Context: an optimization exercise on an open-source flow, tuned for small area, a short achievable clock period and few clock cycles per item. The choices shown serve that exercise and are no tape-out recipe. RTL that was checked went through simulation tests only; none was proved equivalent to the original. For runs 1, 2 and 7, only the layout was checked, not whether the RTL still works.

## flow/run.sh

```bash
#!/bin/bash
# synth_recipe.tcl (not shown) runs the flow's synth.tcl, then flattens the netlist and writes it again
# the make line also repeats each setting of config.mk as NAME=value (left out here)
make -C /OpenROAD-flow-scripts/flow DESIGN_CONFIG=/design/flow/config.mk WORK_HOME=/design/flow/orfs CLKGATE_MAP_FILE= SYNTH_SCRIPT=/design/flow/synth_recipe.tcl finish
```

## flow/config.mk

```make
export PLATFORM = sky130hd
export DESIGN_NAME = rational_arith_unit
export DESIGN_NICKNAME = rational_arith_unit
export VERILOG_FILES = /design/flow/design.v
export SDC_FILE = /design/flow/constraint.sdc
export NUM_CORES = 4
export LEC_CHECK = 0
export CAP_MARGIN = 20
export CORE_MARGIN = 2
export CORE_UTILIZATION = 50
export SETUP_SLACK_MARGIN = 3.0
export SLEW_MARGIN = 20
```

## flow/constraint.sdc

```tcl
create_clock -name core_clock -period 8.0 [get_ports {clock}]
set_input_delay 1.6000 -clock core_clock [delete_from_list [all_inputs] [get_ports {clock}]]
set_output_delay 1.6000 -clock core_clock [all_outputs]
set_load 0.01 [all_outputs]
```

## flow/design.v

```verilog
   localparam logic [2:0] CMD_REDUCE = 3'd0;
   localparam logic [2:0] CMD_ADD    = 3'd1;
   localparam logic [2:0] CMD_SUB    = 3'd2;
   localparam logic [2:0] CMD_MUL    = 3'd3;
   localparam logic [2:0] CMD_DIV    = 3'd4;
   localparam logic [2:0] CMD_EQ     = 3'd5;
   localparam logic [2:0] CMD_LT     = 3'd6;
   localparam logic [1:0] STATUS_OK       = 2'd0;
   localparam logic [1:0] STATUS_ZERO_DEN = 2'd1;
   localparam logic [1:0] STATUS_OVERFLOW = 2'd2;
module rau_cadd #(
   parameter int N = 64
) (
   input  logic [N-1:0] a,
   input  logic [N-1:0] b,
   output logic [N-1:0] sum0,
   output logic [N-1:0] sum1,
   output logic         cout1
);
   localparam int L = $clog2(N);
   logic [N-1:0] g [0:L];
   logic [N-1:0] p [0:L];
   logic [N-1:0] c0, c1;
   assign g[0] = a & b;
   assign p[0] = a ^ b;
   for (genvar l = 0; l < L; l++) begin : g_lvl
      for (genvar i = 0; i < N; i++) begin : g_bit
         if (((i >> l) & 1) == 1) begin : g_op
            localparam int J = ((i >> l) << l) - 1;
            assign g[l+1][i] = g[l][i] | (p[l][i] & g[l][J]);
            assign p[l+1][i] = p[l][i] & p[l][J];
         end else begin : g_pass
            assign g[l+1][i] = g[l][i];
            assign p[l+1][i] = p[l][i];
         end
      end
   end
   assign c0 = {g[L][N-2:0], 1'b0};
   assign c1 = {g[L][N-2:0] | p[L][N-2:0], 1'b1};
   assign sum0  = p[0] ^ c0;
   assign sum1  = p[0] ^ c1;
   assign cout1 = g[L][N-1] | p[L][N-1];
endmodule
module rational_arith_unit #(
   parameter int WORD_BITS = 32
) (
   input  logic                        clock,
   input  logic                        reset,
   input  logic                        req_push,
   output logic                        req_full,
   input  logic        [2:0]           req_command,
   input  logic signed [WORD_BITS-1:0] req_a_num,
   input  logic signed [WORD_BITS-1:0] req_a_den,
   input  logic signed [WORD_BITS-1:0] req_b_num,
   input  logic        [WORD_BITS-2:0] req_b_den,
   output logic                        rsp_empty,
   input  logic                        rsp_pop,
   output logic signed [WORD_BITS-1:0] rsp_res_num,
   output logic        [WORD_BITS-2:0] rsp_res_den,
   output logic                        rsp_compare_true,
   output logic        [1:0]           rsp_status
);
   localparam logic [2:0] CMD_REDUCE = 3'd0;
   localparam logic [2:0] CMD_ADD    = 3'd1;
   localparam logic [2:0] CMD_SUB    = 3'd2;
   localparam logic [2:0] CMD_MUL    = 3'd3;
   localparam logic [2:0] CMD_DIV    = 3'd4;
   localparam logic [2:0] CMD_EQ     = 3'd5;
   localparam logic [2:0] CMD_LT     = 3'd6;
   localparam logic [1:0] STATUS_OK       = 2'd0;
   localparam logic [1:0] STATUS_ZERO_DEN = 2'd1;
   localparam logic [1:0] STATUS_OVERFLOW = 2'd2;
   localparam int W = WORD_BITS;
   localparam int MW = 2 * W;
   localparam int R = 3;                  
   localparam int NSTEP = (W + R - 1) / R;
   localparam int LW = NSTEP * R;         
   localparam int QW = W + LW;
   localparam int CNTW = $clog2(NSTEP);
   logic          s1_full, s1_mul;
   logic [CNTW-1:0] cnt_ff;
   logic [QW-1:0] q0_ff, q1_ff, q2_ff;
   logic [W-1:0]  xb_ff, xd_ff;
   logic          c1_const, c1_cmp, c1_lt, c1_neg0, c1_neg1, c1_neg2, c1_use1, c1_inv;
   logic [1:0]    c1_cst;
   logic          st_idle, st_sum, st_gcd, st_const;
   logic [MW-1:0] ra_ff, rx_ff, rb_ff;
   logic [W-1:0]  m00_ff, m01_ff, m10_ff, m11_ff;
   logic          cmp_ff, lt_ff, neg0_ff, neg1_ff, neg2_ff, use1_ff, inv_ff;
   logic          nneg_ff, ovf_ff, cap_ff;
   logic [W-2:0]  tm_ff;
   logic [1:0]    cst_ff;
   logic          ovalid_ff;
   logic [W-1:0]  onum_ff;
   logic [W-2:0]  oden_ff;
   logic          ocmp_ff;
   logic [1:0]    ost_ff;
   logic         an_n, ad_n, bn_n;
   logic [W-1:0] an, ad, bn, bd;
   logic         zd, kconst, kcmp, klt, kred, neg0, neg1, neg2, use1;
   logic [W-1:0] ld_xb, ld_q2;
   assign an_n = req_a_num[W-1];
   assign ad_n = req_a_den[W-1];
   assign bn_n = req_b_num[W-1];
   assign an   = an_n ? W'(-req_a_num) : W'(req_a_num);
   assign ad   = ad_n ? W'(-req_a_den) : W'(req_a_den);
   assign bn   = bn_n ? W'(-req_b_num) : W'(req_b_num);
   assign bd   = {1'b0, req_b_den};
   always_comb begin
      zd = 1'b0; kconst = 1'b0; kcmp = 1'b0; klt = 1'b0; kred = 1'b0;
      neg0 = 1'b0; neg1 = 1'b0; neg2 = 1'b0; use1 = 1'b0;
      ld_xb = bd; ld_q2 = bd;
      case (req_command)
         CMD_REDUCE: begin
            kred = 1'b1; neg0 = an_n; neg2 = ad_n; ld_q2 = ad;
            zd = (req_a_den == '0);
         end
         CMD_ADD, CMD_SUB: begin
            neg0 = an_n; neg1 = bn_n ^ ad_n ^ (req_command == CMD_SUB); neg2 = ad_n;
            use1 = 1'b1;
            zd = (req_a_den == '0) || (req_b_den == '0);
         end
         CMD_MUL: begin
            ld_xb = bn;
            neg0 = an_n ^ bn_n; neg2 = ad_n;
            zd = (req_a_den == '0) || (req_b_den == '0);
         end
         CMD_DIV: begin
            ld_q2 = bn;
            neg0 = an_n; neg2 = ad_n ^ bn_n;
            zd = (req_a_den == '0) || (req_b_num == '0);
         end
         CMD_EQ, CMD_LT: begin
            kcmp = 1'b1; klt = (req_command == CMD_LT);
            neg0 = an_n ^ ad_n; neg1 = bn_n; use1 = 1'b1;
            zd = (req_a_den == '0) || (req_b_den == '0);
         end
         default: begin
            kconst = 1'b1;
         end
      endcase
   end
   function automatic logic [W+R-1:0] mstep(logic [W-1:0] hi, logic [W-1:0] x,
                                            logic [R-1:0] d);
      mstep = (W+R)'(hi);
      for (int k = 0; k < R; k++) begin
         mstep = mstep + (d[k] ? ((W+R)'(x) << k) : '0);
      end
   endfunction
   logic [W+R-1:0] t0, t1, t2;
   assign t0 = mstep(q0_ff[QW-1:LW], xb_ff, q0_ff[R-1:0]);
   assign t1 = mstep(q1_ff[QW-1:LW], xd_ff, q1_ff[R-1:0]);
   assign t2 = mstep(q2_ff[QW-1:LW], xd_ff, q2_ff[R-1:0]);
   logic [MW-1:0] sum0, sum1;
   logic          ge;
   assign rb_ff = ~rx_ff;
   rau_cadd #(.N(MW)) u_add (
      .a(ra_ff), .b(rx_ff), .sum0, .sum1, .cout1(ge)
   );
   logic          a_odd, b_odd, both_odd, both_ev, a_eq_b, a_zero;
   assign a_odd    = ra_ff[0];
   assign b_odd    = rb_ff[0];
   assign both_odd = a_odd && b_odd;
   assign both_ev  = !a_odd && !b_odd;
   assign a_eq_b   = (ra_ff == rb_ff);
   assign a_zero   = (ra_ff == '0);
   logic [MW-1:0] nsum;
   logic          nsign, cmp_res;
   always_comb begin
      if (!use1_ff) begin
         nsum = ra_ff; nsign = neg0_ff;
      end else if (!inv_ff) begin
         nsum = sum0; nsign = neg0_ff;
      end else if (ge) begin
         nsum = sum1; nsign = neg0_ff;
      end else begin
         nsum = ~sum0; nsign = neg1_ff;
      end
   end
   always_comb begin
      if (lt_ff) begin
         case ({neg0_ff, neg1_ff})
            2'b00:   cmp_res = !ge;
            2'b11:   cmp_res = ge && !a_eq_b;
            2'b10:   cmp_res = !(a_zero && a_eq_b);
            default: cmp_res = 1'b0;
         endcase
      end else begin
         cmp_res = a_eq_b && ((neg0_ff == neg1_ff) || a_zero);
      end
   end
   logic [W:0]    s0, s1;
   assign s0 = {1'b0, m00_ff} + {1'b0, m01_ff};
   assign s1 = {1'b0, m10_ff} + {1'b0, m11_ff};
   logic          a_side, b_side;
   logic [MW-1:0] va, vb, vc;
   logic [1:0]    sha, shb, shc;
   logic [MW-1:0] ra_g, rb_g;
   logic [W-1:0]  m00_g, m01_g, m10_g, m11_g;
   logic          g_ovf;
   function automatic logic [1:0] shamt(logic [3:1] v);
      shamt = v[1] ? 2'd0 : v[2] ? 2'd1 : v[3] ? 2'd2 : 2'd3;
   endfunction
   function automatic logic [W-1:0] shl(logic [W-1:0] v, logic [1:0] s);
      case (s)
         2'd0:    shl = v << 1;
         2'd1:    shl = v << 2;
         2'd2:    shl = v << 3;
         default: shl = v << 4;
      endcase
   endfunction
   function automatic logic [MW-1:0] shr(logic [MW-1:0] v, logic [1:0] s);
      case (s)
         2'd0:    shr = v >> 1;
         2'd1:    shr = v >> 2;
         2'd2:    shr = v >> 3;
         default: shr = v >> 4;
      endcase
   endfunction
   function automatic logic lost(logic [W-1:0] v, logic [1:0] s);
      case (s)
         2'd0:    lost = v[W-1];
         2'd1:    lost = |v[W-1:W-2];
         2'd2:    lost = |v[W-1:W-3];
         default: lost = |v[W-1:W-4];
      endcase
   endfunction
   logic [MW-1:0] vab;
   logic [W-2:0]  tm_now, tm;
   logic          len_ovf;
   assign vab = ra_ff | rb_ff;
   for (genvar j = 0; j < W - 1; j++) begin : g_tm
      assign tm_now[j] = |vab[MW-1:j+33];
   end
   assign tm = cap_ff ? tm_now : tm_ff;
   assign len_ovf = ((ra_ff[MW-1:W-1] == '0) && ((ra_ff[W-2:0] & ~tm) == '0))
                 || ((rb_ff[MW-1:W-1] == '0) && ((rb_ff[W-2:0] & ~tm) == '0));
   assign a_side = (!a_odd && b_odd) || (both_odd && ge && !a_eq_b);
   assign b_side = (a_odd && !b_odd) || (both_odd && !ge);
   assign va  = both_odd ? sum1 : ra_ff;
   assign vb  = both_odd ? ~sum0 : rb_ff;
   assign vc  = ra_ff | rb_ff;
   assign sha = shamt(va[3:1]);
   assign shb = shamt(vb[3:1]);
   assign shc = shamt(vc[3:1]);
   logic [1:0]    sa, sb;
   logic [MW-1:0] ra_sh, rb_sh;
   logic [W-1:0]  m00_sh, m01_sh, m10_sh, m11_sh;
   assign sa     = both_ev ? shc : sha;
   assign sb     = both_ev ? shc : shb;
   assign ra_sh  = shr(va, sa);
   assign rb_sh  = shr(vb, sb);
   assign m00_sh = shl(m00_ff, sha);
   assign m10_sh = shl(m10_ff, sha);
   assign m01_sh = shl(m01_ff, shb);
   assign m11_sh = shl(m11_ff, shb);
   always_comb begin
      ra_g  = (both_ev || a_side) ? ra_sh : ra_ff;
      rb_g  = (both_ev || b_side) ? rb_sh : rb_ff;
      m00_g = m00_ff; m01_g = m01_ff; m10_g = m10_ff; m11_g = m11_ff;
      g_ovf = 1'b0;
      if (a_side) begin
         m00_g = m00_sh;
         m10_g = m10_sh;
         g_ovf = lost(m00_ff, sha) || lost(m10_ff, sha);
      end
      if (b_side) begin
         m01_g = m01_sh;
         m11_g = m11_sh;
         g_ovf = lost(m01_ff, shb) || lost(m11_ff, shb);
      end
      if (a_side && both_odd) begin
         m01_g = s0[W-1:0]; m11_g = s1[W-1:0];
      end
      if (b_side && both_odd) begin
         m00_g = s0[W-1:0]; m10_g = s1[W-1:0];
      end
      if ((a_side || b_side) && both_odd && (s0[W] || s1[W])) g_ovf = 1'b1;
   end
   logic [W-1:0] f_num;
   assign f_num = (m00_ff ^ {W{nneg_ff}}) + (m01_ff ^ {W{nneg_ff}}) + {nneg_ff, 1'b0};
   logic         f_ovf;
   assign f_ovf = s0[W] || s1[W] || s1[W-1] || (s0[W-1] && (!nneg_ff || (s0[W-2:0] != '0)));
   logic         fin, wr, accept, stall, handoff;
   logic [W-1:0] w_num;
   logic [W-2:0] w_den;
   logic         w_cmp;
   logic [1:0]   w_st;
   always_comb begin
      fin = 1'b0;
      w_num = '0; w_den = (W-1)'(1); w_cmp = 1'b0; w_st = STATUS_OK;
      if (st_const) begin
         fin = 1'b1; w_st = cst_ff;
      end
      if (st_sum && cmp_ff) begin
         fin = 1'b1; w_cmp = cmp_res;
      end
      if (st_gcd) begin
         if (a_zero) begin
            fin = 1'b1;
         end else if (ovf_ff) begin
            fin = 1'b1; w_st = STATUS_OVERFLOW;
         end else if (both_odd && a_eq_b) begin
            fin = 1'b1;
            if (f_ovf) w_st = STATUS_OVERFLOW;
            else begin
               w_num = f_num; w_den = s1[W-2:0];
            end
         end else if (len_ovf) begin
            fin = 1'b1; w_st = STATUS_OVERFLOW;
         end
      end
   end
   assign wr       = fin && (!ovalid_ff || rsp_pop);
   assign stall    = fin && !wr;
   assign handoff  = s1_full && !s1_mul && (st_idle || wr);
   assign req_full = s1_full;
   assign accept   = req_push && !req_full;
   always_ff @(posedge clock) begin
      if (reset) begin
         s1_full <= 1'b0;
         s1_mul  <= 1'b0;
      end else if (accept) begin
         s1_full <= 1'b1;
         s1_mul  <= !(kconst || zd) && !kred;
      end else begin
         if (handoff) s1_full <= 1'b0;
         if (s1_mul && cnt_ff == CNTW'(NSTEP - 1)) s1_mul <= 1'b0;
      end
   end
   always_ff @(posedge clock) begin
      if (accept) begin
         cnt_ff   <= '0;
         q0_ff    <= QW'(an);
         q1_ff    <= QW'(bn);
         q2_ff    <= QW'(ld_q2);
         xb_ff    <= ld_xb;
         xd_ff    <= ad;
         c1_const <= kconst || zd;
         c1_cmp   <= kcmp;
         c1_lt    <= klt;
         c1_neg0  <= neg0;
         c1_neg1  <= neg1;
         c1_neg2  <= neg2;
         c1_use1  <= use1;
         c1_inv   <= kcmp || (neg0 != neg1);
         c1_cst   <= zd ? STATUS_ZERO_DEN : STATUS_OK;
      end else if (s1_mul) begin
         cnt_ff <= cnt_ff + 1'b1;
         q0_ff  <= {t0, q0_ff[LW-1:R]};
         q1_ff  <= {t1, q1_ff[LW-1:R]};
         q2_ff  <= {t2, q2_ff[LW-1:R]};
      end
   end
   always_ff @(posedge clock) begin
      if (reset) begin
         st_idle  <= 1'b1;
         st_sum   <= 1'b0;
         st_gcd   <= 1'b0;
         st_const <= 1'b0;
      end else if (handoff) begin
         st_idle  <= 1'b0;
         st_sum   <= !c1_const && c1_use1;
         st_gcd   <= !c1_const && !c1_use1;
         st_const <= c1_const;
      end else if (wr) begin
         st_idle  <= 1'b1;
         st_sum   <= 1'b0;
         st_gcd   <= 1'b0;
         st_const <= 1'b0;
      end else if (!stall) begin
         if (st_sum) begin
            st_sum <= 1'b0;
            st_gcd <= 1'b1;
         end
      end
   end
   always_ff @(posedge clock) begin
      if (handoff) begin
         ra_ff   <= q0_ff[MW-1:0];
         rx_ff   <= c1_use1 ? (c1_inv ? ~q1_ff[MW-1:0] : q1_ff[MW-1:0]) : ~q2_ff[MW-1:0];
         m00_ff  <= W'(1);
         m01_ff  <= c1_use1 ? q2_ff[MW-1:W] : '0;
         m10_ff  <= '0;
         m11_ff  <= c1_use1 ? q2_ff[W-1:0] : W'(1);
         nneg_ff <= c1_neg0 ^ c1_neg2;
         ovf_ff  <= 1'b0;
         cap_ff  <= 1'b1;
         cmp_ff  <= c1_cmp;
         lt_ff   <= c1_lt;
         neg0_ff <= c1_neg0;
         neg1_ff <= c1_neg1;
         neg2_ff <= c1_neg2;
         use1_ff <= c1_use1;
         inv_ff  <= c1_inv || !c1_use1;
         cst_ff  <= c1_cst;
      end else begin
         if (st_sum && !cmp_ff) begin
            ra_ff   <= nsum;
            rx_ff   <= ~{m01_ff, m11_ff};
            nneg_ff <= nsign ^ neg2_ff;
            inv_ff  <= 1'b1;
            m01_ff  <= '0;
            m11_ff  <= W'(1);
         end
         if (st_gcd) begin
            ra_ff  <= ra_g;
            rx_ff  <= ~rb_g;
            ovf_ff <= ovf_ff || g_ovf;
            cap_ff <= both_ev;
            if (cap_ff) tm_ff <= tm_now;
            m00_ff <= m00_g;
            m01_ff <= m01_g;
            m10_ff <= m10_g;
            m11_ff <= m11_g;
         end
      end
   end
   always_ff @(posedge clock) begin
      if (reset) begin
         ovalid_ff <= 1'b0;
      end else begin
         ovalid_ff <= wr || (ovalid_ff && !rsp_pop);
      end
      if (wr) begin
         onum_ff <= w_num;
         oden_ff <= w_den;
         ocmp_ff <= w_cmp;
         ost_ff  <= w_st;
      end
   end
   assign rsp_empty        = !ovalid_ff;
   assign rsp_res_num      = onum_ff;
   assign rsp_res_den      = oden_ff;
   assign rsp_compare_true = ocmp_ff;
   assign rsp_status       = ost_ff;
endmodule
```

==> results_dict.tcl, run 1 <==
set metrics [dict create \
    dp_cells 9068 \
    io_pins 202 \
    yosysWarnings 4 \
    ys_seq_elements 643 \
    r2r_slack_ns 2.78 \
    finClkSkew_ns 0.0289 \
    final_area_um2 71000 \
    synthFlopType "edfxtp_1" \
    hp-class "flip-flop to flip-flop" \
    synthArstFlopShare 0 \
    worst_setup_path_start_kind "flip-flop" \
    design.core.area_um2 123000 \
    cpMaxStageDelayCell "nor4_1" \
    gr-usage-met1 0.585 \
    routedWlPerCell_um 29.4 \
    drive_gt1_frac 0.100 \
    initial_utilization 0.502 \
    gr-usage-met2 0.586 \
    netlist_instances 7599 \
    synth_edf_count 467 \
    root_buffer "clkbuf_16" \
    cpLargestDelayFamily "simple AND/OR/NAND/NOR gates" \
    fp.dieW_um 356 \
    grt_use_met3 0.126 \
    place_congestion 1.08 \
    crit_path_cell_trace "nand4_1 -> nor4_1 -> o211ai_1 -> a2111oi_2 -> o2111ai_1 -> or4_4 -> and4b_2 -> a31oi_4 -> nand3_4 -> buf_12 -> inv_12 -> nor3_1 -> a21oi_1 -> o21ai_0 -> buf_4" \
    clkTransAtPathRegs_ns 0.06 \
    die_height_um 356 \
    ys_seq_area_frac 0.283 \
    critical_path_peak_fanout 13 \
    num-nets-final 8300 \
    setup_viol 0 \
    critPathKind "flip-flop to flip-flop" \
    fin_crit_ns 5.22 \
    port_buffers 201 \
    dieArea_um2 127000 \
    syn-num-nets 8242 \
    clock-sinks 643 \
    endpoint_kind "flip-flop" \
    synth_common_cells "954 x nand2_1, 640 x nor2_1, 618 x o21ai_0, 534 x a21oi_1, 467 x edfxtp_1" \
    antenna_found_initial 16 \
    hold_violations 0 \
    syn2layout_area_growth_pct 14.6 \
    busiest_layer "met2" \
    grt_pass1_wl_um 393000 \
    worst_pin_slew_ns 1.13 \
    fmax_mhz 191 \
    htree_num_levels 3 \
    final_cells 9368 \
    vias 63200 \
    gr-usage-all-layers 0.419 \
    status "timing/DRC/antenna clean" \
    nFillCells 11300 \
    cp.arrival_ns 5.69 \
    drv_cap 0 \
    grt_overflow 0 \
    antenna_left 0 \
    rsz0062_at_grt "true" \
    num_rows 129 \
    yosysTopAreaCellShare 0.226 \
    dp_hpwl_um 205000 \
    grt_pass1_vias 57100 \
    first_pass_iters 6 \
    slowest_delay_ns 0.70 \
    drtIter0Drc 9060 \
    placed_cell_area_um2 65500 \
    yosysTopAreaCell "edfxtp_1" \
    synth_most_common_cell "nand2_1" \
    fin_setup_tns_ns 0 \
    ctsHoldBuffers 0 \
    avgViaCountPerCell 6.75 \
    ys_top_cells_by_area "edfxtp_1 23%, ha_1 6.3%, fa_1 6.3%" \
    syn_area_per_cell_um2 8.15 \
    fin_crit_sh 0.653 \
    synth.distinct_cells 90 \
    routed_wl_um 275000 \
    slew-limit-headroom 0.236 \
    crit_required_ns 8.47 \
    cts_tree "built" \
    critical_path_buf_inv_count 3 \
    slew_viol_final 0 \
    clk_latency_ns 0.73 \
    clk_path_buf_depth 3 \
    cts_made_buffers 80 \
    synth_area_um2 61900 \
    grt_max_degree 166 \
    drc 0 \
]
[layout by cell type, fill, tap and decap left out, drive strengths merged, types with 46 or more instances in the layout]
cell type and count:
a211oi 195, a21o 90, a21oi 535, a22o 63, a311oi 46, a31oi 118
and2 58, buf 279, clkbuf 101, clkdlybuf4s50 196, dfxtp 176, edfxtp 467
fa 195, ha 314, inv 385, mux2i 177, nand2 954, nand2b 83
nand3 136, nand4 57, nor2 641, nor2b 58, nor3 202, nor4 107
o211ai 60, o21a 57, o21ai 624, o22ai 133, o31ai 70, or3 86
xnor2 288, xor2 151
[per-layer routing]
layer,up-vias,routed length [um],share of wire
li1,27900,-,-
met1,30600,111000,0.40
met2,4071,112000,0.41
met3,694,37600,0.14
met4,16,15000,0.054
met5,-,211,0.00077
[worst paths after layout]
check	startpoint	endpoint	cells past startpoint
max reg2reg	flip-flop	flip-flop	15
min reg2reg	c1_cmp	cmp_ff	0
max	flip-flop	flip-flop	15
min	c1_cmp	cmp_ff	0
[cell type report]
class,count,area (um^2),share of cell area
Multi-Input combinational cell,6065,42400,0.597
Timing Repair Buffer,485,4800,0.0676
Clock buffer,95,2120,0.0298
Clock inverter,55,576,0.00811
Timing Repair inverter,3,26.3,0.000370
Tap cell,1637,2050,0.0288
Inverter,379,1450,0.0204
Antenna cell,6,15.0,0.000211
Sequential cell,643,17600,0.247
[repair_timing]
action,in CTS,in global routing
pin swaps,19,45
resized for setup,162,151
setup endpoints to repair,662,601
gates cloned,12,8
setup buffers,48,75
[sequential cells by signal (all words and copies together), names as in the netlist, 32 cells and up, named ones only]
| register | count |
|---|---|
| ra_ff | 64 |
| q1_ff | 65 |
| m11_ff | 32 |
| xb_ff | 32 |
| onum_ff | 32 |
| m10_ff | 32 |
| xd_ff | 32 |
| q2_ff | 65 |
| m00_ff | 32 |
| m01_ff | 32 |
| q0_ff | 65 |
[per-stage QoR]
stage | setup slack, ns | util | hold slack [ns]
CTS | 2.95 | 0.564 | 0.435
floorplan | 2.65 | - | 0.400
finish | 2.78 | 0.576 | 0.428
global route | 2.86 | 0.576 | 0.435
detailed placement | 1.80 | 0.532 | 0.419
global placement | 1.97 | 0.532 | 0.405
[worst register-to-register path, delay by kind of cell (launching register included)]
| kind | cells | cell delay [ns] |
|---|---|---|
| AND/OR/NAND/NOR | 6 | 2.13 |
| AO/OA/AOI/OAI | 6 | 1.74 |
| flip-flops | 1 | 0.59 |
| buffers and inverters | 3 | 0.54 |
[kinds of logic after synthesis]
group,count (synthesis),share of synthesized area
and+or+nand+nor,2549,0.190
AOI/OAI and AO/OA,2327,0.240
muxes,235,0.0433
xor gates and xnor gates,439,0.0622
adders and majority gates,509,0.126
buffers and inverters,897,0.0550
DFF,643,0.283
==> run 2, diff against run 1 <==
--- a/flow/config.mk
+++ b/flow/config.mk
@@ -10,3 +10,3 @@
 export CORE_UTILIZATION = 50
-export SETUP_SLACK_MARGIN = 3.0
+export SETUP_SLACK_MARGIN = 3.6
 export SLEW_MARGIN = 20
==> results_dict.tcl, run 2 <==
set metrics [dict create \
    initial_utilization 0.502 \
    syn_area_per_cell_um2 8.15 \
    synth_area_um2 61900 \
    fin_setup_tns_ns 0 \
    synthArstFlopShare 0 \
    die_height_um 356 \
    port_buffers 201 \
    netlist_instances 7599 \
    drc 0 \
    clkTransAtPathRegs_ns 0.06 \
    routed_wl_um 321000 \
    worst_setup_path_start_kind "flip-flop" \
    synth.distinct_cells 90 \
    cts_made_buffers 82 \
    routedWlPerCell_um 32.3 \
    critical_path_peak_fanout 12 \
    fmax_mhz 197 \
    clk_latency_ns 0.74 \
    final.hold.worst_slack_ns 0.437 \
    synthFlopType "edfxtp_1" \
    num_rows 129 \
    fp.dieW_um 356 \
    slew-limit-headroom 0.0916 \
    ys_seq_elements 643 \
    critical_path_buf_inv_count 7 \
    utilization 0.675 \
    rsz0062_at_grt "true" \
    grt_pass1_wl_um 425000 \
    hold_violations 0 \
    critPathKind "flip-flop to flip-flop" \
    drive_gt1_frac 0.238 \
    place_congestion 1.08 \
    antenna_left 0 \
    status "timing/DRC/antenna clean" \
    yosysTopAreaCell "edfxtp_1" \
    grt_pass1_vias 59900 \
    layout_commonest_cell "nand2_1" \
    layout_common_cells "905 x nand2_1, 573 x nor2_1, 527 x buf_4" \
    ys_top_cells_by_area "edfxtp_1 23%, ha_1 6.3%, fa_1 6.3%" \
    antenna_found_initial 23 \
    gr-usage-all-layers 0.455 \
    crit_required_ns 8.43 \
    worst_pin_slew_ns 1.36 \
    biggestRegsByFlops "q0_ff: 65 flops, q1_ff: 65 flops, q2_ff: 65 flops" \
    drv_cap 0 \
    endpoint_kind "flip-flop" \
    grt_overflow 0 \
    drtIter0Drc 12500 \
    nFillCells 9880 \
    synth_edf_count 467 \
    ctsHoldBuffers 0 \
    avgViaCountPerCell 7.01 \
    io_pins 202 \
    dp_hpwl_um 203000 \
    clock-sinks 643 \
    yosysTopAreaCellShare 0.226 \
    cts_tree "built" \
    syn-num-nets 8242 \
    num-nets-final 8851 \
    cpMaxStageDelayCell "edfxtp_1" \
    vias 69600 \
    design.core.area_um2 123000 \
    fin_crit_ns 5.07 \
    ys_seq_area_frac 0.283 \
    grt_max_degree 107 \
    crit_path_cell_trace "ha_4 -> buf_8 -> nand4_1 -> nor4_2 -> buf_4 -> nand4_1 -> buf_6 -> nor4_4 -> nand2_1 -> and4b_2 -> a31oi_4 -> nand3_4 -> buf_12 -> buf_4 -> buf_12 -> clkinv_8 -> nor3_1 -> a21oi_2 -> o21ai_1" \
    cp.arrival_ns 5.50 \
    cpLargestDelayFamily "simple AND/OR/NAND/NOR gates" \
    hp-class "flip-flop to flip-flop" \
    setup_viol 0 \
    slew_viol_final 0 \
    synth_most_common_cell "nand2_1" \
    clk_path_buf_depth 3 \
    yosysWarnings 4 \
    fin_crit_sh 0.634 \
    slowest_delay_ns 0.72 \
    syn2layout_area_growth_pct 34.3 \
    finClkSkew_ns 0.0605 \
    root_buffer "clkbuf_16" \
    first_pass_iters 16 \
    synth_common_cells "954 x nand2_1, 640 x nor2_1, 618 x o21ai_0, 534 x a21oi_1, 467 x edfxtp_1" \
    htree_num_levels 3 \
    dieArea_um2 127000 \
]
## run 2: stage by stage
stage / instances / setup slack (ns) / area [um^2]
detailed placement: 9052 / 1.93 / 65600
finish: 9925 / 2.93 / 83200
global placement: 9051 / 1.95 / 65600
CTS: 9576 / 3.09 / 75800
global route: 9913 / 2.96 / 83200
floorplan: 7599 / 2.65 / 62200
## run 2: kinds of logic after synthesis
kind of cell    count (synthesis)  synth area share
flops                         643             0.283
fa+ha+maj                     509             0.126
compound gates               2327             0.240
buf+inv                       897            0.0550
xor+xnor                      439            0.0622
simple gates                 2549             0.190
mux                           235            0.0433
## run 2: layout make-up
type                    count  area, um^2  share of cell area
repair inverters            2        25.0            0.000301
multi-input cells        6075       47700               0.573
clock buffers              99        2220              0.0267
diodes                     12        30.0            0.000361
flip-flops and latches    643       17600               0.211
well taps                1637        2050              0.0246
inverters                 379        1470              0.0177
repair buffers           1025       11500               0.138
clock inverters            53         661             0.00794
## run 2: what timing repair did
action                                  CTS  global route
resized for setup                       702           854
endpoints found under the hold margin     0             0
buffers inserted                        326           270
gates cloned                             46            66
endpoints found under the setup margin  730           689
pin swaps                               230           328
## run 2: layer usage
layer | track usage | up-vias | part of all wire | routed length (um)
met5 | 0 | - | 0.00065 | 210
met4 | 0.241 | 20 | 0.078 | 25000
li1 | - | 29100 | - | -
met3 | 0.156 | 1460 | 0.16 | 52300
met1 | 0.615 | 33200 | 0.36 | 117000
met2 | 0.638 | 5821 | 0.39 | 126000
## run 2: worst paths after layout
kind / endpoint / start / slack, ns / cells past startpoint
max reg2reg: flip-flop / flip-flop / 2.93 / 19
min reg2reg: neg1_ff / c1_neg1 / 0.44 / 0
min: neg1_ff / c1_neg1 / 0.44 / 0
max: flip-flop / flip-flop / 2.93 / 19
==> run 3, diff against run 2 <==
--- a/flow/design.v
+++ b/flow/design.v
@@ -396,4 +396,4 @@
          cst_ff  <= c1_cst;
-      end else begin
-         if (st_sum && !cmp_ff) begin
+      end else if (!stall) begin
+         if (st_sum) begin
             ra_ff   <= nsum;
@@ -408,3 +408,3 @@
             rx_ff  <= ~rb_g;
-            ovf_ff <= ovf_ff || g_ovf;
+            ovf_ff <= g_ovf;
             cap_ff <= both_ev;
==> results_dict.tcl, run 3 <==
set metrics [dict create \
    yosysWarnings 4 \
    layout_commonest_cell "nand2_1" \
    endpoint_kind "flip-flop" \
    dieArea_um2 130000 \
    synth.distinct_cells 107 \
    dp_cells 9183 \
    cts_made_buffers 83 \
    drc 0 \
    die_height_um 360 \
    syn-num-nets 8378 \
    netlist_instances 7728 \
    place_congestion 1.11 \
    synth_edf_count 467 \
    synth_common_cells "913 x nand2_1, 704 x nor2_1, 575 x o21ai_0, 527 x a21oi_1, 467 x edfxtp_1" \
    ys_seq_elements 643 \
    slew_viol_final 0 \
    layout_common_cells "888 x nand2_1, 658 x nor2_1, 512 x o21ai_0" \
    critPathKind "flip-flop to flip-flop" \
    synth_area_um2 63300 \
    drv_cap 0 \
    final_cells 9914 \
    ys_top_cells_by_area "edfxtp_1 22%, ha_1 6.3%, fa_1 6.2%" \
    design.core.area_um2 126000 \
    port_buffers 201 \
    synthArstFlopShare 0 \
    num_rows 130 \
    io_pins 202 \
    root_buffer "clkbuf_16" \
    fp.dieW_um 360 \
    worst_pin_slew_ns 1.10 \
    cp.arrival_ns 5.06 \
    yosysTopAreaCellShare 0.221 \
    grt_pass1_wl_um 440000 \
    critical_path_peak_fanout 8 \
    antenna_left 0 \
    hp-class "flip-flop to flip-flop" \
    clk_latency_ns 0.72 \
    ys_seq_area_frac 0.277 \
    dp_hpwl_um 215000 \
    clkTransAtPathRegs_ns 0.06 \
    antenna_found_initial 19 \
    drtIter0Drc 10600 \
    finClkSkew_ns 0.0215 \
    placed_cell_area_um2 66700 \
    fin_crit_sh 0.574 \
    first_pass_iters 9 \
    routed_wl_um 317000 \
    syn_area_per_cell_um2 8.19 \
    grt_pass1_vias 62500 \
    final.hold.worst_slack_ns 0.420 \
    ctsHoldBuffers 0 \
    fmax_mhz 218 \
    grt_max_degree 143 \
    vias 69300 \
    avgViaCountPerCell 6.99 \
    drive_gt1_frac 0.181 \
    synth_most_common_cell "nand2_1" \
    rsz0062_at_grt "true" \
    fin_crit_ns 4.59 \
    syn2layout_area_growth_pct 25.2 \
    cts_tree "built" \
    gr-usage-all-layers 0.458 \
    synthFlopType "edfxtp_1" \
    num-nets-final 8833 \
    crit_required_ns 8.47 \
    initial_utilization 0.504 \
    grt_overflow 0 \
    routedWlPerCell_um 32.0 \
    yosysTopAreaCell "edfxtp_1" \
    fin_setup_tns_ns 0 \
    slew-limit-headroom 0.249 \
    clock-sinks 643 \
    worst_setup_path_start_kind "flip-flop" \
    status "timing/DRC/antenna clean" \
    setup_viol 0 \
    clk_path_buf_depth 3 \
    hold_violations 0 \
    biggestRegsByFlops "q0_ff: 65 flops, q1_ff: 65 flops, q2_ff: 65 flops" \
    final_area_um2 79300 \
    htree_num_levels 3 \
    nFillCells 10800 \
    regArea_um2 17600 \
    multi_input_area_um2 46200 \
]
## run 3: changes by cell type in the layout (fill, tap and decap cells not counted), moves of 50 or more
cell	delta
a211oi_1	+50
a21oi_1	+62
a21oi_2	-58
nor2_1	+85
## run 3: final timing paths
| kind | from | endpoint | slack (ns) | depth (start not counted) |
|---|---|---|---|---|
| hold / removal | c1_neg1 | neg1_ff | 0.42 | 0 |
| hold reg to reg | c1_neg1 | neg1_ff | 0.42 | 0 |
| setup / recovery | ra_ff[60] | ra_ff[52] | 3.41 | 19 |
| setup reg to reg | ra_ff[60] | ra_ff[52] | 3.41 | 19 |
## run 3: kinds of logic (layout without fill, tap and decap cells)
family / count (synthesis) / count (layout) / synth area share
compound gates: 2317 / 2324 / 0.239
xor+xnor: 421 / 421 / 0.0582
fa+ha+maj: 516 / 516 / 0.125
buf+inv: 904 / 1415 / 0.0564
flops: 643 / 643 / 0.277
mux: 275 / 275 / 0.0490
other cells: 0 / 11 / 0
simple gates: 2652 / 2659 / 0.195
## run 3: area by class of cell
type | count | area share
flip-flops and latches | 643 | 0.222
repair buffers | 875 | 0.115
clock inverters | 42 | 0.00620
repair inverters | 2 | 0.000221
multi-input cells | 6195 | 0.583
well taps | 1650 | 0.0260
diodes | 11 | 0.000347
inverters | 383 | 0.0186
clock buffers | 113 | 0.0288
## run 3: metal layers
layer  global-route usage  routed length, um  share of wire  vias to the layer above
met5                    0                389         0.0012                        -
met4                0.263              24700          0.078                       18
met3                0.176              49100           0.16                     1289
met2                0.644             126000           0.40                     5334
met1                0.597             117000           0.37                    33300
li1                     -                  -              -                    29400
## run 3: per-stage QoR
step,util,setup slack (ns)
floorplan,-,3.49
global placement,0.530,1.98
detailed placement,0.530,1.87
CTS,0.598,3.50
global route,0.630,3.36
finish,0.630,3.41
## run 3: critical path, cell delays in order, from the launching register on
cell and delay, ns:
edfxtp_1 0.46, inv_1 0.12, ha_2 0.24, nand4_1 0.24, nor4_1 0.27, buf_4 0.22
and4_4 0.25, a31oi_4 0.16, o221a_4 0.32, nand4_1 0.10, buf_4 0.15, o211a_4 0.18
a2111oi_4 0.09, buf_4 0.21, buf_6 0.12, nor3_4 0.42, buf_12 0.24, clkbuf_16 0.23
nand3_1 0.14, o221a_2 0.15
## run 3: what timing repair did
action	CTS	global route
resized for setup	513	425
buffers inserted	316	187
gates cloned	35	26
pin swaps	117	166
setup endpoints to repair	688	663
Testbench counts of run 3, summed over its fixed seeds: cycles 70,943, items 4,000.
==> run 4, diff against run 3 <==
--- a/flow/config.mk
+++ b/flow/config.mk
@@ -9,4 +9,4 @@
 export CORE_MARGIN = 2
-export CORE_UTILIZATION = 50
-export SETUP_SLACK_MARGIN = 3.6
+export CORE_UTILIZATION = 40
+export SETUP_SLACK_MARGIN = 3.0
 export SLEW_MARGIN = 20
==> results_dict.tcl, run 4 <==
set metrics [dict create \
    status "timing/DRC/antenna clean" \
    gr-usage-all-layers 0.351 \
    fin_crit_ns 5.10 \
    synth_edf_count 467 \
    setup_viol 0 \
    syn2layout_area_growth_pct 14.7 \
    htree_num_levels 3 \
    cp.arrival_ns 5.58 \
    place_congestion 1.02 \
    setup_ws_ns 2.90 \
    syn_area_per_cell_um2 8.19 \
    worst_pin_slew_ns 1.16 \
    first_pass_iters 7 \
    finClkSkew_ns 0.0429 \
    port_buffers 201 \
    fin_crit_sh 0.638 \
    critical_path_buf_inv_count 4 \
    grt_max_degree 146 \
    avgViaCountPerCell 6.59 \
    crit_required_ns 8.48 \
    grt_pass1_wl_um 421000 \
    drive_gt1_frac 0.0909 \
    synth_common_cells "913 x nand2_1, 704 x nor2_1, 575 x o21ai_0, 527 x a21oi_1, 467 x edfxtp_1" \
    grt_pass1_vias 59700 \
    synth.distinct_cells 107 \
    root_buffer "clkbuf_16" \
    clkTransAtPathRegs_ns 0.06 \
    critPathKind "flip-flop to flip-flop" \
    synthArstFlopShare 0 \
    cpMaxStageDelayCell "or4_4" \
    fin_setup_tns_ns 0 \
    dpl_worst_slack_ns 1.58 \
    synth_most_common_cell "nand2_1" \
    fmax_mhz 196 \
    clk_path_buf_depth 3 \
    netlist_instances 7728 \
    vias 65400 \
    ys_top_cells_by_area "edfxtp_1 22%, ha_1 6.3%, fa_1 6.2%" \
    worst_setup_path_start_kind "flip-flop" \
    num_rows 146 \
    syn-num-nets 8378 \
    num-nets-final 8409 \
    ys_seq_area_frac 0.277 \
    slew-limit-headroom 0.225 \
    antenna_left 0 \
    fp.dieW_um 402 \
    drtIter0Drc 9142 \
    yosysTopAreaCell "edfxtp_1" \
    io_pins 202 \
    rsz0062_at_grt "true" \
    antenna_found_initial 15 \
    synthFlopType "edfxtp_1" \
    grt_overflow 0 \
    hp-class "flip-flop to flip-flop" \
    crit_path_cell_trace "buf_4 -> ha_1 -> nand4_1 -> or4_4 -> nor4_4 -> or3b_2 -> o22ai_1 -> or3_1 -> or3_4 -> a2111oi_4 -> buf_4 -> or3_4 -> buf_12 -> o31a_4 -> bufbuf_16" \
    yosysWarnings 4 \
    cpLargestDelayFamily "simple AND/OR/NAND/NOR gates" \
    ctsHoldBuffers 0 \
    ys_seq_elements 643 \
    drv_cap 0 \
    routed_wl_um 298000 \
    hold_violations 0 \
    routedWlPerCell_um 30.0 \
    synth_area_um2 63300 \
    r2r_slack_ns 2.90 \
    dp_hpwl_um 218000 \
    cts_made_buffers 87 \
    layout_commonest_cell "nand2_1" \
    yosysTopAreaCellShare 0.221 \
    drc 0 \
    slowest_delay_ns 0.66 \
    design.core.area_um2 158000 \
    initial_utilization 0.401 \
    min-delay-start "c1_lt" \
    die_height_um 402 \
    biggestRegsByFlops "q0_ff: 65 flops, q1_ff: 65 flops, q2_ff: 65 flops" \
    critical_path_peak_fanout 16 \
    dieArea_um2 162000 \
    layout_common_cells "907 x nand2_1, 693 x nor2_1, 554 x o21ai_0" \
    slew_viol_final 0 \
    clk_latency_ns 0.74 \
    endpoint_kind "flip-flop" \
    cts_tree "built" \
    clock-sinks 643 \
]
==> run 4: path summary, 6_finish.rpt <==
check	endpoint	depth (start not counted)
setup / recovery	m01_ff[13]	15
hold / removal	lt_ff	0
hold reg to reg	lt_ff	0
setup reg to reg	m01_ff[13]	15
==> run 4: repair_timing <==
item                       in CTS  in global routing
pin swaps                      22                 27
setup endpoints to repair     629                515
buffers inserted               67                 55
gates resized for setup       128                125
gates cloned                   12                  6
==> run 4: per-layer routing <==
layer / wire [um] / vias to the layer above / global-route usage
met2: 122000 / 4266 / 0.504
li1: - / 28500 / -
met5: 131 / - / 0
met4: 18700 / 18 / 0.192
met1: 118000 / 31700 / 0.474
met3: 38900 / 845 / 0.0978
==> run 4: cell type report <==
cell class,count,area [um^2]
Fill cell,15500,85200
Multi-Input combinational cell,6186,43300
Sequential cell,643,17600
Timing Repair Buffer,457,4700
Tap cell,2072,2590
Clock buffer,109,2430
Inverter,383,1460
Clock inverter,54,547
Antenna cell,8,20.0
Timing Repair inverter,1,8.76
==> run 4: stage by stage <==
step / area (um^2) / hold slack, ns / util / cells
6_report: 72600 / 0.413 / 0.460 / 9913
4_1_cts: 71500 / 0.407 / 0.453 / 9844
5_1_grt: 72600 / 0.430 / 0.460 / 9907
3_3_place_gp: 67100 / 0.401 / 0.425 / 9601
3_5_place_dp: 67100 / 0.411 / 0.425 / 9602
2_1_floorplan: 63300 / 0.400 / - / 7728
==> run 4: kinds of logic after synthesis <==
| family | Yosys count | synth area share |
|---|---|---|
| DFF | 643 | 0.277 |
| buffers and inverters | 904 | 0.0564 |
| adders and majority gates | 516 | 0.125 |
| and+or+nand+nor | 2652 | 0.195 |
| AOI/OAI and AO/OA | 2317 | 0.239 |
| xor gates and xnor gates | 421 | 0.0582 |
| muxes | 275 | 0.0490 |
==> run 5, diff against run 4 <==
--- a/flow/config.mk
+++ b/flow/config.mk
@@ -9,4 +9,4 @@
 export CORE_MARGIN = 2
-export CORE_UTILIZATION = 40
-export SETUP_SLACK_MARGIN = 3.0
+export CORE_UTILIZATION = 45
+export SETUP_SLACK_MARGIN = 3.3
 export SLEW_MARGIN = 20
==> results_dict.tcl, run 5 <==
set metrics [dict create \
    status "timing/DRC/antenna clean" \
    clk_path_buf_depth 3 \
    dpl_worst_slack_ns 1.61 \
    cts_tree "built" \
    clock-sinks 643 \
    setup_ws_ns 3.17 \
    ctsHoldBuffers 0 \
    routed_wl_um 299000 \
    port_buffers 201 \
    io_pins 202 \
    netlist_instances 7728 \
    grt_overflow 0 \
    worstSetupStartpoint "rx_ff[63]" \
    yosysTopAreaCellShare 0.221 \
    grt_pass1_vias 59200 \
    setup_viol 0 \
    slew-limit-headroom 0.148 \
    crit_path_cell_trace "ha_2 -> and4_4 -> nand2_4 -> a21oi_1 -> or4_4 -> a2111oi_4 -> nand4_1 -> or3_4 -> a2111oi_4 -> buf_4 -> nor2_4 -> buf_12 -> buf_16 -> o21ai_4 -> buf_12 -> o21a_4 -> buf_6 -> buf_12 -> clkbuf_16" \
    avgViaCountPerCell 6.74 \
    synth_most_common_cell "nand2_1" \
    critPathKind "flip-flop to flip-flop" \
    clkTransAtPathRegs_ns 0.06 \
    final_cells 9857 \
    synth_common_cells "913 x nand2_1, 704 x nor2_1, 575 x o21ai_0, 527 x a21oi_1, 467 x edfxtp_1" \
    clk_latency_ns 0.74 \
    drive_gt1_frac 0.121 \
    biggestRegsByFlops "q0_ff: 65 flops, q1_ff: 65 flops, q2_ff: 65 flops" \
    r2r-start "rx_ff[63]" \
    slowest_delay_ns 0.58 \
    drc 0 \
    fin_setup_tns_ns 0 \
    worst_pin_slew_ns 1.24 \
    min-delay-start "c1_lt" \
    ys_seq_area_frac 0.277 \
    dieArea_um2 144000 \
    synthArstFlopShare 0 \
    routedWlPerCell_um 30.4 \
    ys_top_cells_by_area "edfxtp_1 22%, ha_1 6.3%, fa_1 6.2%" \
    synthFlopType "edfxtp_1" \
    endpoint_kind "flip-flop" \
    yosysWarnings 4 \
    layout_commonest_cell "nand2_1" \
    htree_num_levels 3 \
    hold_violations 0 \
    die_height_um 379 \
    antenna_found_initial 26 \
    hp-class "flip-flop to flip-flop" \
    place_congestion 1.12 \
    vias 66500 \
    root_buffer "clkbuf_16" \
    gr-usage-all-layers 0.398 \
    fmax_mhz 207 \
    syn-num-nets 8378 \
    finClkSkew_ns 0.0580 \
    dp_cells 9408 \
    layout_common_cells "905 x nand2_1, 685 x nor2_1, 536 x o21ai_0" \
    cpMaxStageDelayCell "or4_4" \
    final.hold.worst_slack_ns 0.426 \
    critical_path_peak_fanout 6 \
    num-nets-final 8550 \
    slew_viol_final 0 \
    grt_pass1_wl_um 420000 \
    rsz0062_at_grt "true" \
    drv_cap 0 \
    fin_crit_sh 0.604 \
    nFillCells 13200 \
    antenna_left 0 \
    synth.distinct_cells 107 \
    initial_utilization 0.454 \
    drtIter0Drc 9697 \
    ys_seq_elements 643 \
    num_rows 137 \
    cp.arrival_ns 5.27 \
    cts_made_buffers 85 \
    yosysTopAreaCell "edfxtp_1" \
    worst_setup_path_start_kind "flip-flop" \
    grt_max_degree 111 \
    fin_crit_ns 4.83 \
    fp.dieW_um 379 \
    dp_hpwl_um 214000 \
    synth_edf_count 467 \
    synth_area_um2 63300 \
    design.core.area_um2 140000 \
    crit_required_ns 8.44 \
    crit_top_cell "buf_12" \
    syn_area_per_cell_um2 8.19 \
    first_pass_iters 8 \
    syn2layout_area_growth_pct 17.9 \
]
run 5: cell count changes in the layout (fill, tap and decap cells not counted), moves of 10 or more:
cell,delta
buf_4,+87
buf_12,+23
ha_1,-23
ha_2,+20
o21ai_0,-18
a211oi_1,-13
a21oi_1,-13
buf_6,+12
a211oi_2,+10
run 5: routing by layer:
layer | track usage | vias up | wire length, um
met5 | 0 | - | 65
met4 | 0.204 | 12 | 18500
met3 | 0.127 | 840 | 42500
met2 | 0.557 | 4809 | 121000
met1 | 0.544 | 32000 | 118000
li1 | - | 28800 | -
run 5: area by class of cell:
class	count	area, um^2	share of cell area
Timing Repair inverter	2	27.5	0.000369
Clock buffer	107	2270	0.0304
Clock inverter	50	568	0.00761
Tap cell	1876	2350	0.0314
Multi-Input combinational cell	6199	44300	0.594
Inverter	383	1470	0.0197
Sequential cell	643	17600	0.235
Timing Repair Buffer	586	6070	0.0812
Antenna cell	11	27.5	0.000369
run 5: worst paths after layout:
check	end	slack [ns]	cells after the start
setup / recovery	ra_ff[40]	3.17	19
setup reg to reg	ra_ff[40]	3.17	19
hold reg to reg	lt_ff	0.43	0
hold / removal	lt_ff	0.43	0
run 5: critical path: cells and delay by family, from the launching register on:
kind                       cells  cell delay [ns]
buffers and inverters          7             1.00
AOI/OAI and AO/OA              5             1.03
DFF                            1             0.49
adders and majority gates      1             0.28
and+or+nand+nor                6             1.72
run 5: what timing repair did:
item                                    in CTS  in global routing
endpoints found under the setup margin     668                576
gates cloned                                20                 19
resized for setup                          264                241
pin swaps                                   51                 49
endpoints found under the hold margin        0                  0
buffers inserted                           133                107
run 5: logic make-up after synthesis:
| group | synth area share |
|---|---|
| fa+ha+maj | 0.125 |
| simple gates | 0.195 |
| compound gates | 0.239 |
| xor+xnor | 0.0582 |
| mux | 0.0490 |
| buf+inv | 0.0564 |
| flops | 0.277 |
run 5: metrics by stage:
stage / cell area [um^2] / util
6_report: 74700 / 0.535
5_1_grt: 74700 / 0.535
4_1_cts: 72200 / 0.518
3_5_place_dp: 66800 / 0.479
3_3_place_gp: 66800 / 0.479
2_1_floorplan: 63400 / -
==> run 6, diff against run 5 <==
--- a/flow/config.mk
+++ b/flow/config.mk
@@ -9,3 +9,3 @@
 export CORE_MARGIN = 2
-export CORE_UTILIZATION = 45
+export CORE_UTILIZATION = 50
 export SETUP_SLACK_MARGIN = 3.3
==> results_dict.tcl, run 6 <==
set metrics [dict create \
    rsz0062_at_grt "true" \
    hold_violations 0 \
    syn_area_per_cell_um2 8.19 \
    ys_seq_area_frac 0.277 \
    fin_crit_ns 4.80 \
    synthArstFlopShare 0 \
    utilization 0.586 \
    yosysTopAreaCell "edfxtp_1" \
    dieArea_um2 130000 \
    design.core.area_um2 126000 \
    dp_hpwl_um 216000 \
    status "timing/DRC/antenna clean" \
    setup_viol 0 \
    critical_path_peak_fanout 7 \
    place_congestion 1.12 \
    io_pins 202 \
    ys_seq_elements 643 \
    clk_latency_ns 0.72 \
    fin_setup_tns_ns 0 \
    synth.distinct_cells 107 \
    finClkSkew_ns 0.0299 \
    initial_utilization 0.504 \
    yosysWarnings 4 \
    synth_common_cells "913 x nand2_1, 704 x nor2_1, 575 x o21ai_0, 527 x a21oi_1, 467 x edfxtp_1" \
    layout_commonest_cell "nand2_1" \
    fp.dieW_um 360 \
    root_buffer "clkbuf_16" \
    htree_num_levels 3 \
    drc 0 \
    grt_overflow 0 \
    biggestRegsByFlops "q0_ff: 65 flops, q1_ff: 65 flops, q2_ff: 65 flops" \
    num_rows 130 \
    synth_area_um2 63300 \
    syn2layout_area_growth_pct 16.3 \
    antenna_found_initial 27 \
    final_area_um2 73600 \
    synth_most_common_cell "nand2_1" \
    routed_wl_um 298000 \
    slew-limit-headroom 0.175 \
    grt_pass1_vias 60200 \
    nFillCells 11400 \
    syn-num-nets 8378 \
    fmax_mhz 208 \
    layout_common_cells "908 x nand2_1, 686 x nor2_1, 540 x o21ai_0" \
    synthFlopType "edfxtp_1" \
    drive_gt1_frac 0.115 \
    grt_pass1_wl_um 420000 \
    netlist_instances 7728 \
    drtIter0Drc 10700 \
    grt_max_degree 106 \
    cp.arrival_ns 5.22 \
    synth_edf_count 467 \
    avgViaCountPerCell 6.97 \
    clock-sinks 643 \
    yosysTopAreaCellShare 0.221 \
    clk_path_buf_depth 3 \
    slew_viol_final 0 \
    cts_tree "built" \
    die_height_um 360 \
    cts_made_buffers 81 \
    routedWlPerCell_um 31.0 \
    drv_cap 0 \
    fin_crit_sh 0.600 \
    first_pass_iters 8 \
    placed_cell_area_um2 66700 \
    port_buffers 201 \
    endpoint_kind "flip-flop" \
    worst_pin_slew_ns 1.23 \
    hp-class "flip-flop to flip-flop" \
    worst_setup_path_start_kind "flip-flop" \
    vias 66900 \
    gr-usage-all-layers 0.436 \
    ys_top_cells_by_area "edfxtp_1 22%, ha_1 6.3%, fa_1 6.2%" \
    critPathKind "flip-flop to flip-flop" \
    crit_required_ns 8.42 \
    clkTransAtPathRegs_ns 0.07 \
    antenna_left 0 \
    num-nets-final 8514 \
]
[run 6: final timing paths]
path,cells after the start,slack [ns],startpoint,endpoint
max,15,3.20,flip-flop,m01_ff[12]
min,0,0.44,c1_neg1,neg1_ff
max reg2reg,15,3.20,flip-flop,m01_ff[12]
min reg2reg,0,0.44,c1_neg1,neg1_ff
[run 6: repair_timing]
action / CTS / global route
cloned: 10 / 17
buffers inserted: 99 / 111
hold buffers: 0 / 0
pin swaps: 42 / 67
gates resized for setup: 231 / 197
setup endpoints to repair: 665 / 568
[run 6: logic make-up after synthesis]
logic type,share of synthesized area
AO/OA/AOI/OAI,0.239
XOR/XNOR,0.0582
adder cells (fa/ha/maj),0.125
buffers and inverters,0.0564
flip-flops,0.277
multiplexers,0.0490
AND/OR/NAND/NOR,0.195
[run 6: layer usage]
layer	global-route usage	routed length, um	vias up
li1	-	-	28700
met2	0.608	119000	5023
met3	0.169	45400	1073
met5	0	141	-
met1	0.581	114000	32100
met4	0.223	19000	18
[run 6: through the flow]
stage,hold slack [ns],std cells,setup slack (ns)
final,0.441,9598,3.20
after global routing,0.456,9580,3.21
after CTS,0.436,9452,3.29
after detailed placement,0.421,9194,1.83
after global placement,0.405,9193,1.84
after floorplan,0.400,7728,3.30
[run 6: cell type report]
type / count / area (um^2) / share of cell area
Timing Repair Buffer: 562 / 5530 / 0.0752
Inverter: 383 / 1470 / 0.0199
Multi-Input combinational cell: 6191 / 44000 / 0.598
Clock buffer: 98 / 2230 / 0.0303
Tap cell: 1650 / 2060 / 0.0280
Sequential cell: 643 / 17600 / 0.238
Antenna cell: 18 / 45.0 / 0.000612
Timing Repair inverter: 2 / 17.5 / 0.000238
Clock inverter: 51 / 668 / 0.00907
[run 6: worst max-delay path, stage by stage, from the launching register on]
cell	delay, ns
edfxtp_1	0.57
buf_4	0.19
nand4_1	0.23
nor4_4	0.31
o2111ai_1	0.17
or4_4	0.48
a2111oi_4	0.33
nand4_1	0.22
or3_4	0.42
a2111oi_4	0.47
nor2_4	0.17
o21ai_4	0.11
buf_6	0.13
buf_4	0.13
o31a_4	0.33
clkbuf_16	0.23
==> run 7, diff against run 6 <==
--- a/flow/design.v
+++ b/flow/design.v
@@ -85,3 +85,4 @@
    logic [1:0]    c1_cst;
-   logic          st_idle, st_sum, st_gcd, st_const;
+   logic          st_idle, st_sum, st_gcd, st_const, st_cmpw;
+   logic          cres_ff;
    logic [MW-1:0] ra_ff, rx_ff, rb_ff;
@@ -297,2 +298,5 @@
       end
+      if (st_cmpw) begin
+         fin = 1'b1; w_cmp = cres_ff;
+      end
       if (st_gcd) begin
@@ -360,2 +364,3 @@
          st_const <= 1'b0;
+         st_cmpw  <= 1'b0;
       end else if (handoff) begin
@@ -365,2 +370,3 @@
          st_const <= c1_const;
+         st_cmpw  <= 1'b0;
       end else if (wr) begin
@@ -370,7 +376,7 @@
          st_const <= 1'b0;
-      end else if (!stall) begin
-         if (st_sum) begin
-            st_sum <= 1'b0;
-            st_gcd <= 1'b1;
-         end
+         st_cmpw  <= 1'b0;
+      end else if (st_sum) begin
+         st_sum  <= 1'b0;
+         st_gcd  <= !cmp_ff;
+         st_cmpw <= cmp_ff;
       end
@@ -378,2 +384,5 @@
    always_ff @(posedge clock) begin
+      if (st_sum) cres_ff <= cmp_res;
+   end
+   always_ff @(posedge clock) begin
       if (handoff) begin
@@ -396,22 +405,19 @@
          cst_ff  <= c1_cst;
-      end else if (!stall) begin
-         if (st_sum) begin
-            ra_ff   <= nsum;
-            rx_ff   <= ~{m01_ff, m11_ff};
-            nneg_ff <= nsign ^ neg2_ff;
-            inv_ff  <= 1'b1;
-            m01_ff  <= '0;
-            m11_ff  <= W'(1);
-         end
-         if (st_gcd) begin
-            ra_ff  <= ra_g;
-            rx_ff  <= ~rb_g;
-            ovf_ff <= g_ovf;
-            cap_ff <= both_ev;
-            if (cap_ff) tm_ff <= tm_now;
-            m00_ff <= m00_g;
-            m01_ff <= m01_g;
-            m10_ff <= m10_g;
-            m11_ff <= m11_g;
-         end
+      end else if (st_sum) begin
+         ra_ff   <= nsum;
+         rx_ff   <= ~{m01_ff, m11_ff};
+         nneg_ff <= nsign ^ neg2_ff;
+         inv_ff  <= 1'b1;
+         m01_ff  <= '0;
+         m11_ff  <= W'(1);
+      end else begin
+         ra_ff  <= ra_g;
+         rx_ff  <= ~rb_g;
+         ovf_ff <= ovf_ff || g_ovf;
+         cap_ff <= both_ev;
+         if (cap_ff) tm_ff <= tm_now;
+         m00_ff <= m00_g;
+         m01_ff <= m01_g;
+         m10_ff <= m10_g;
+         m11_ff <= m11_g;
       end
--- a/flow/config.mk
+++ b/flow/config.mk
@@ -10,3 +10,3 @@
 export CORE_UTILIZATION = 50
-export SETUP_SLACK_MARGIN = 3.3
+export SETUP_SLACK_MARGIN = 3.6
 export SLEW_MARGIN = 20
==> results_dict.tcl, run 7 <==
set metrics [dict create \
    port_buffers 201 \
    grt_pass1_wl_um 415000 \
    yosysWarnings 4 \
    grt_overflow 0 \
    fp.dieW_um 357 \
    grt_max_degree 138 \
    root_buffer "clkbuf_16" \
    yosys.area_share.simple 0.187 \
    synth_top_family_by_area "compound AO/OA/AOI/OAI gates" \
    routedWlPerCell_um 31.6 \
    nFillCells 10200 \
    die_height_um 357 \
    first_pass_iters 7 \
    crit_cells 17 \
    muxShareOfSynthArea 0.0456 \
    cpLargestDelayFamily "simple AND/OR/NAND/NOR gates" \
    antenna_found_initial 16 \
    synth_common_cells "955 x nand2_1, 705 x nor2_1, 628 x o21ai_0, 590 x a21oi_1, 467 x edfxtp_1" \
    crit_path_cell_trace "ha_4 -> or4_4 -> or4_4 -> nor3_4 -> buf_6 -> nand2_4 -> or3_4 -> o21ai_4 -> o31ai_4 -> a21oi_4 -> o21ai_4 -> buf_6 -> buf_6 -> buf_12 -> buf_16 -> nor2_1 -> nor2_1" \
    layout_common_cells "916 x nand2_1, 636 x nor2_1, 484 x a21oi_1" \
    clkTransAtPathRegs_ns 0.07 \
    hp-class "flip-flop to flip-flop" \
    drc 0 \
    slowest_delay_ns 0.65 \
    r2r_slack_ns 3.27 \
    dp_hpwl_um 200000 \
    yosysTopAreaCell "edfxtp_1" \
    synth_compound_area_frac 0.240 \
    cp.arrival_ns 5.17 \
    num-nets-final 8779 \
    setup_viol 0 \
    clk_path_buf_depth 3 \
    critical_path_buf_inv_count 5 \
    clk_latency_ns 0.73 \
    avgViaCountPerCell 6.89 \
    setup_ws_ns 3.27 \
    finClkSkew_ns 0.0323 \
    rsz0062_at_grt "true" \
    synth_edf_count 467 \
    gr-usage-all-layers 0.443 \
    drv_cap 0 \
    critPathKind "flip-flop to flip-flop" \
    worst_setup_path_start_kind "flip-flop" \
    drive_gt1_frac 0.212 \
    cpMaxStageDelayCell "edfxtp_1" \
    initial_utilization 0.503 \
    syn_area_per_cell_um2 8.16 \
    hold_violations 0 \
    worst_pin_slew_ns 1.21 \
    slew_viol_final 0 \
    netlist_instances 7623 \
    dpl_worst_slack_ns 1.69 \
    syn2layout_area_growth_pct 30.2 \
    cts_tree "built" \
    ctsHoldBuffers 0 \
    routed_wl_um 311000 \
    fin_crit_ns 4.73 \
    utilization 0.655 \
    synth-xor-area-share 0.0635 \
    slew-limit-headroom 0.172 \
    synthAdderAreaFrac 0.126 \
    htree_num_levels 3 \
    antenna_left 0 \
    crit_top_cell "buf_6" \
    fin_setup_tns_ns 0 \
    crit_required_ns 8.44 \
    worstRegToRegCells 17 \
    multi_input_area_um2 46800 \
    place_congestion 1.04 \
    min_path_cells 0 \
    layout_commonest_cell "nand2_1" \
    endpoint_kind "flip-flop" \
    status "timing/DRC/antenna clean" \
    synthFlopType "edfxtp_1" \
    grt_pass1_vias 59300 \
    synth.distinct_cells 109 \
    num_rows 129 \
    yosysTopAreaCellShare 0.225 \
    ys_seq_area_frac 0.283 \
    fmax_mhz 211 \
    critical_path_peak_fanout 8 \
    design.core.area_um2 124000 \
    ys_top_cells_by_area "edfxtp_1 23%, ha_1 6.3%, fa_1 6.3%" \
    vias 67800 \
    drtIter0Drc 11000 \
    synth_most_common_cell "nand2_1" \
    biggestRegsByFlops "q0_ff: 65 flops, q1_ff: 65 flops, q2_ff: 65 flops" \
    synthArstFlopShare 0 \
    dieArea_um2 127000 \
    cts_made_buffers 84 \
    io_pins 202 \
    regArea_um2 17600 \
    ys_seq_elements 645 \
    clock-sinks 645 \
    fin_crit_sh 0.591 \
    syn-num-nets 8267 \
    synth_area_um2 62200 \
]
[run 7: cell count changes in the layout (fill, tap and decap cells not counted), moves of 44 or more]
| cell | change |
|---|---|
| a21oi_2 | +76 |
| buf_4 | +169 |
| buf_6 | +44 |
| ha_1 | -59 |
| ha_4 | +49 |
| nor2_1 | -50 |
| nor2_4 | +49 |
| nor3_1 | -106 |
| o21ai_0 | -57 |
| o21ai_1 | +68 |
| or3_1 | -48 |
[run 7: area by class of cell]
class | count | area share
inverters | 371 | 0.0180
well taps | 1637 | 0.0253
clock buffers | 113 | 0.0292
repair buffers | 898 | 0.125
repair inverters | 4 | 0.000525
flip-flops and latches | 645 | 0.217
multi-input cells | 6131 | 0.577
diodes | 6 | 0.000185
clock inverters | 41 | 0.00663
[run 7: final timing paths]
kind	start	end
worst min-delay path	c1_neg1	neg1_ff
worst max-delay path	flip-flop	ra_ff[48]
worst min register to register	c1_neg1	neg1_ff
worst max register to register	flip-flop	ra_ff[48]
[run 7: routing by layer]
metal,wire (um),track usage,part of all wire
met1,116000,0.604,0.37
met2,122000,0.618,0.39
met3,50200,0.156,0.16
met4,22700,0.219,0.073
met5,221,0.00444,0.00071
[run 7: stage by stage]
step                      cell area [um^2]  hold WS [ns]  instances
after floorplan                      62300         0.400       7623
after global routing                 81000         0.430       9840
after detailed placement             65400         0.410       9067
final                                81000         0.427       9846
after CTS                            73700         0.421       9489
after global placement               65400         0.405       9066
[run 7: logic make-up (layout without fill, tap and decap cells)]
group,after synthesis,after routing
other cells,0,6
mux,255,255
xor+xnor,451,451
flops,645,645
simple gates,2542,2570
buf+inv,877,1427
fa+ha+maj,510,510
compound gates,2343,2345
[run 7: what timing repair did]
item                       4_1_cts  5_1_grt
setup buffers                  221      273
setup endpoints to repair      717      713
gates resized for setup        617      827
pin swaps                      121      306
gates cloned                    47       78

-- re-timing with driven ports --
The flow's constraints put no driver on any port. The routed layouts listed below were extracted and timed again, unchanged, in two steps.
Step 1 assumes that a clkbuf_16 drives the clock port and a buf_2 every other input.
Step 2 times the ports against the registers' clock, not the clock port: input delays grow and output delays shrink by t, the midpoint of the rising clock arrivals with the driver on.
a / b / c = ideal ports / drivers / drivers and shift; a / b = the first two.
run | t, ns | setup slack, ns | worst register clock-pin slew, ns
run 1 | 0.801 | 2.778 / 2.778 / 2.338 | 0.07 / 0.07
run 2 | 0.792 | 2.928 / 2.928 / 2.237 | 0.07 / 0.07
run 3 | 0.798 | 3.409 / 3.409 / 2.854 | 0.07 / 0.07
run 4 | 0.806 | 2.897 / 2.897 / 2.367 | 0.07 / 0.07
run 5 | 0.796 | 3.171 / 3.171 / 2.494 | 0.07 / 0.07
run 6 | 0.787 | 3.198 / 3.198 / 2.552 | 0.07 / 0.07
run 7 | 0.790 | 3.271 / 3.271 / 2.708 | 0.07 / 0.07
After both steps every run listed still meets setup and hold. For run 2, which loses most, drivers alone change the setup slack by 0.000 ns; drivers and shift together by -0.691 ns.
